This design comes from an exercise in tuning for small area, a short achievable clock period and few clock cycles on the open sky130 flow, not from production work. At most, simulation tests tie the RTL to the original design; equivalence was not proved. Power figures rest on the tool's default switching activity, not on a simulated workload.

Design dcache, start of the top module:
module dcache (
    input  logic        clk,
    input  logic        rst_n,
    input  logic        dp_ren,
    input  logic        dp_wen,
    input  logic [31:0] dp_addr,
    input  logic [31:0] dp_wdata,
    output logic        dp_hit,
    output logic [31:0] dp_rdata,
    input  logic        halt,
    output logic        flushed,
    output logic        mem_ren,
    output logic        mem_wen,
    output logic [31:0] mem_addr,
    output logic [31:0] mem_wdata,
    input  logic        mem_busy,
    input  logic [31:0] mem_rdata
);
Size: ~1600 flip-flops, about 200 I/O pins, roughly 66000 um2 of cells after synthesis.
==> flow/config.mk <==
export PLATFORM = sky130hd
export DESIGN_NAME = dcache
export DESIGN_NICKNAME = dcache
export VERILOG_FILES = /design/flow/design.v
export SDC_FILE = /design/flow/constraint.sdc
export NUM_CORES = 4
export LEC_CHECK = 0
export CAP_MARGIN = 20
export CORE_MARGIN = 2
export CORE_UTILIZATION = 40
export SETUP_SLACK_MARGIN = 5
export SLEW_MARGIN = 20
==> flow/constraint.sdc <==
create_clock -name core_clock -period 10.0 [get_ports {clk}]
set_input_delay 2.0000 -clock core_clock [delete_from_list [all_inputs] [get_ports {clk}]]
set_output_delay 2.0000 -clock core_clock [all_outputs]
set_load 0.01 [all_outputs]
run.sh (not shown) runs the stock make flow with config.mk's settings and CLKGATE_MAP_FILE= SYNTH_SCRIPT=/design/flow/synth_recipe.tcl, a recipe that flattens the netlist after the stock synthesis.
The first run passed the timing, DRC and antenna checks.
Testbench counts at the start, summed over its fixed seeds: cycles 11,253.
Change:
==> flow/flow/run.sh (new file) <==
#!/bin/bash
set -euo pipefail
bash standard.sh SETUP_SLACK_MARGIN=6.6 finish > standard.log 2>&1
==> flow/standard.sh (new file) <==
#!/bin/bash
# synth_recipe.tcl (not shown) runs the flow's synth.tcl, then flattens the netlist and writes it again
# the make line also repeats each setting of config.mk as NAME=value (left out here)
make -C /OpenROAD-flow-scripts/flow DESIGN_CONFIG=/design/flow/config.mk WORK_HOME=/design/flow/orfs CLKGATE_MAP_FILE= SYNTH_SCRIPT=/design/flow/synth_recipe.tcl "${@:-finish}"
- SETUP_SLACK_MARGIN: 5 -> default
removed: flow/run.sh
Result:
- The changed run passed the timing, DRC and antenna checks
- non-clock buffer count grows by 392
- total power came out higher by 8.4%
- via count rose by 9.3%
- first-iteration DRC count is higher by 16%
- sequential share of layout area is lower by 7.5 points
- wire length goes up by 16%
- utilization is higher by 6.5 points
- maximum frequency came out higher by 30%

* * *

Another version of the RTL of dcache (not shown whole).
Size: about 200 I/O pins, roughly 0.066 sq mm of cells after synthesis.
clock: 10.0 ns
lec_check: 0
abc_clock_period_in_ps: 3000
cap_margin: 20
core_margin: 2
core_utilization: 40
setup_slack_margin: 5
slew_margin: 20
Stock flow here: none of the scripts above is used.
==> next run, changes <==
--- a/flow/config.mk
+++ b/flow/config.mk
@@ -6,8 +6,6 @@
 export NUM_CORES = 4
 export LEC_CHECK = 0
-export ABC_CLOCK_PERIOD_IN_PS = 3000
 export CAP_MARGIN = 20
 export CORE_MARGIN = 2
 export CORE_UTILIZATION = 40
-export SETUP_SLACK_MARGIN = 5
 export SLEW_MARGIN = 20
Effect:
- register-to-register slack is worse by 0.99 ns
- clock-buffer cell count is unchanged
- sequential share of layout area goes up by 0.58 points
- via count shrinks by 0.94%
- first-iteration DRC count decreases by 2.2%
- setup slack got worse by 1.1 ns
- final area shrinks by 0.93%
- die area does not change
- wire length came out lower by 1.7%
- hold slack hardly moves
==> next run, changes <==
==> flow/flow/run.sh (new file) <==
#!/bin/bash
set -euo pipefail
bash standard.sh SETUP_SLACK_MARGIN=7.0 finish > standard.log 2>&1
==> flow/standard.sh (new file) <==
#!/bin/bash
# synth_recipe.tcl (not shown) runs the flow's synth.tcl, then flattens the netlist and writes it again
# the make line also repeats each setting of config.mk as NAME=value (left out here)
make -C /OpenROAD-flow-scripts/flow DESIGN_CONFIG=/design/flow/config.mk WORK_HOME=/design/flow/orfs CLKGATE_MAP_FILE= SYNTH_SCRIPT=/design/flow/synth_recipe.tcl "${@:-finish}"
removed: flow/run.sh
Effect: Cell area came out higher by 13%. Wire length came out higher by 22%. Critical path depth is higher by 1. Die area does not change. Sequential power is about the same.
No run of this note included a check of the RTL's function; only the layout flow was run.

* * *

Another version of the RTL of dcache (not shown whole).
Size in the first run: ~1,600 flip-flops, about 200 I/O pins, roughly 64,000 um^2 of cells after synthesis.
==> flow/config.mk <==
export PLATFORM = sky130hd
export DESIGN_NAME = dcache
export DESIGN_NICKNAME = dcache
export VERILOG_FILES = /design/flow/design.v
export SDC_FILE = /design/flow/constraint.sdc
export NUM_CORES = 4
export LEC_CHECK = 0
export CAP_MARGIN = 20
export CORE_MARGIN = 2
export CORE_UTILIZATION = 68
export CTS_BUF_LIST = sky130_fd_sc_hd__clkbuf_8
export PLACE_DENSITY = 0.76
export SLEW_MARGIN = 20
==> flow/constraint.sdc <==
create_clock -name core_clock -period 10.0 [get_ports {clk}]
set_input_delay 2.0000 -clock core_clock [delete_from_list [all_inputs] [get_ports {clk}]]
set_output_delay 2.0000 -clock core_clock [all_outputs]
set_load 0.01 [all_outputs]
standard.sh (not shown) runs the stock make flow with config.mk's settings and CLKGATE_MAP_FILE= SYNTH_SCRIPT=/design/flow/synth_recipe.tcl, a recipe that flattens the netlist after the stock synthesis.
==> flow/flow/run.sh <==
#!/bin/bash
set -euo pipefail
bash standard.sh SETUP_SLACK_MARGIN=6.4 finish > standard.log 2>&1
Testbench counts at the start, summed over its fixed seeds: cycles 11,253.
Change:
- CORE_UTILIZATION: 68 -> 65
- PLACE_DENSITY: 0.76 -> 0.72
Result:
- critical path depth does not change
- power decreases slightly
- setup slack degrades by 0.0043 ns
- final cell count decreases slightly
- core utilization decreases by 5.3 points
- clock-buffer cell count increases by 4
- die area increases by a few percent
Change:
==> flow/flow/run.sh (replaced) <==
#!/bin/bash
set -euo pipefail
bash standard.sh SETUP_SLACK_MARGIN=6.6 finish > standard.log 2>&1
- CORE_UTILIZATION: 65 -> 55
- CTS_BUF_LIST: sky130_fd_sc_hd__clkbuf_8 -> default
- PLACE_DENSITY: 0.72 -> default
The changed run passed the timing, DRC and antenna checks; synthesized area is unchanged; sequential share of layout area drops by 2.9 points; first-iteration DRC count went down by a little under a tenth; synthesized cell count is unchanged; routed wire length rose by a few percent; die area climbs by about a fifth; cell area increases by a few percent; power goes up by a little under a tenth; hold slack hardly moves.
Change:
==> flow/flow/run.sh (replaced) <==
#!/bin/bash
set -euo pipefail
bash standard.sh SETUP_SLACK_MARGIN=6.4 finish > standard.log 2>&1
- CORE_UTILIZATION: 55 -> 65
- CTS_BUF_LIST: default -> sky130_fd_sc_hd__clkbuf_8
- PLACE_DENSITY: default -> 0.72
- TNS_END_PERCENT: default -> 10
=> The new run completed with no timing, DRC or antenna violations; global-route usage increases by 5.1 points; sequential cell count stays the same; routed wire length decreases by a few percent; die area decreases by about a fifth; worst setup slack improved by 0.095 ns; non-clock buffer count decreases by 49; first-iteration DRC count increases by a little under a tenth; final area decreases by a few percent.

* * *

== job 4896 ==
Starting RTL as in the previous note.
clock: 10.0 ns
lec_check: 0
cap_margin: 20
core_margin: 2
core_utilization: 55
cts_buf_list: sky130_fd_sc_hd__clkbuf_8
slew_margin: 20
==> flow/flow/run.sh <==
#!/bin/bash
set -euo pipefail
bash standard.sh SETUP_SLACK_MARGIN=6.4 finish > standard.log 2>&1
Job 4896 closes out successfully: all stages finished, all timing, DRC and antenna checks passed.
Testbench counts of job 4896, summed over its fixed seeds: cycles 11,253.
### job 4896 -> job 2341
# job 4896
export LEC_CHECK = 0
export CAP_MARGIN = 20
export CORE_MARGIN = 2
export CORE_UTILIZATION = 55
export CTS_BUF_LIST = sky130_fd_sc_hd__clkbuf_8
export SLEW_MARGIN = 20
create_clock -name core_clock -period 10.0 [get_ports {clk}]
# job 2341
export LEC_CHECK = 0
export CAP_MARGIN = 20
export CORE_MARGIN = 2
export CORE_UTILIZATION = 55
export CTS_BUF_LIST = sky130_fd_sc_hd__clkbuf_8
export SLEW_MARGIN = 20
export TNS_END_PERCENT = 10
create_clock -name core_clock -period 10.0 [get_ports {clk}]
Compared with job 4896, job 2341 shows cell area lower by 2200 sq um.
On largest net degree at the start of global routing: between job 4896 and job 2341, it ends up higher for job 4896.
Delta (job 2341 minus job 4896): sequential portion of the cell area grew by 1.6 points, core utilization went down by 1.9 points, wire length of the first global-routing pass decreased by about 1.2% relative to the old numbers, setup slack higher.
In the tables for job 4896 and job 2341, met1 wire length reads higher with job 4896.
Critical path endpoint: rdata_q[22] -> job 4896, state_q[1] -> job 2341
In job 2341, non-clock buffer instance count of the final layout is lower than in job 4896.
From job 4896 to job 2341 the numbers moved as follows: biggest cell delay along the critical path picked up an extra 0.16 ns, proportion of final cell area spent on non-clock buffers -1.5 points.
> inputs changed (job 2341 -> job 9231)
# job 2341
export LEC_CHECK = 0
export CAP_MARGIN = 20
export CORE_MARGIN = 2
export CORE_UTILIZATION = 55
export CTS_BUF_LIST = sky130_fd_sc_hd__clkbuf_8
export SLEW_MARGIN = 20
export TNS_END_PERCENT = 10
create_clock -name core_clock -period 10.0 [get_ports {clk}]
# job 9231
export LEC_CHECK = 0
export CAP_MARGIN = 20
export CORE_MARGIN = 2
export CORE_UTILIZATION = 55
export SLEW_MARGIN = 20
create_clock -name core_clock -period 10.0 [get_ports {clk}]
Results
- Job 9231 finished every stage and its layout cleared the timing, DRC and antenna checks.
- Job 9231 reports its capturing instance or port of the critical path as rdata_q[12] while job 2341 reports state_q[1].
- Taking job 2341 as the reference, in job 9231 growth of design area from synthesis to finish rose 4.7 points, post-route cell area rose 3.8%, via total after detailed routing rose about 1%.
--- input diff job 9231..job 587 ---
==> flow/flow/run.sh <==
#!/bin/bash
set -euo pipefail
bash standard.sh SETUP_SLACK_MARGIN=6.2 finish > standard.log 2>&1
Results
Delta (job 587 minus job 9231): length of routed met3 wiring went up, maximum frequency went up.
The final reports for job 587 and job 9231 show worst relative slew slack higher in the former.
Job 587 has more setup slack than job 9231.
Fraction of met3 tracks used by global routing in job 587 is 1.6 points above job 9231.
Between job 587 and job 9231, the time the worst path needs with I/O delays and setup is lower for job 587.

## afterwards: timing with drivers on the ports
The results above use ideal ports. As a check the final layouts listed here were re-extracted and re-timed, cells and wires unchanged.
Step 1 assumes that a clkbuf_16 drives the clock port and a buf_2 every other input.
Step 2, shift: input delay + t, output delay - t, t = (earliest + latest rising clock arrival at the registers) / 2. This alone moves slack from input paths to output paths.
Slacks: ideal ports / drivers / drivers and shift; pairs: ideal ports / drivers.
run	t (ns)	setup WS [ns]	clock arrival spread, ns	worst data-port slew with drivers (ns)
the first run of note 1	0.893	4.944 / 5.014 / 4.120	0.081 / 0.081	0.13
the second run of note 1	0.891	6.103 / 6.086 / 5.195	0.064 / 0.064	0.28
the first run of note 2	0.883	4.977 / 5.038 / 4.156	0.045 / 0.045	0.08
the second run of note 2	0.883	3.855 / 3.918 / 3.036	0.045 / 0.045	0.07
the third run of note 2	0.882	5.776 / 5.776 / 4.894	0.064 / 0.064	0.16
the first run of note 3	1.002	6.238 / 6.091 / 5.089	0.054 / 0.055	0.23
the second run of note 3	1.008	6.234 / 6.142 / 5.134	0.063 / 0.062	0.17
the third run of note 3	0.866	6.072 / 6.089 / 5.223	0.035 / 0.034	0.17
the fourth run of note 3	1.022	6.167 / 6.178 / 5.156	0.072 / 0.072	0.11
job 4896	1.014	6.164 / 6.175 / 5.164	0.105 / 0.105	0.12
job 2341	1.022	6.178 / 6.172 / 5.150	0.085 / 0.085	0.22
job 9231	0.859	6.050 / 6.073 / 5.215	0.031 / 0.031	0.12
job 587	0.858	6.068 / 6.084 / 5.226	0.042 / 0.042	0.13
After both steps setup and hold are still met in every run listed. The setup slack of the first run of note 3, which loses most, moves by -0.147 ns with the drivers and by -1.149 ns with both steps.
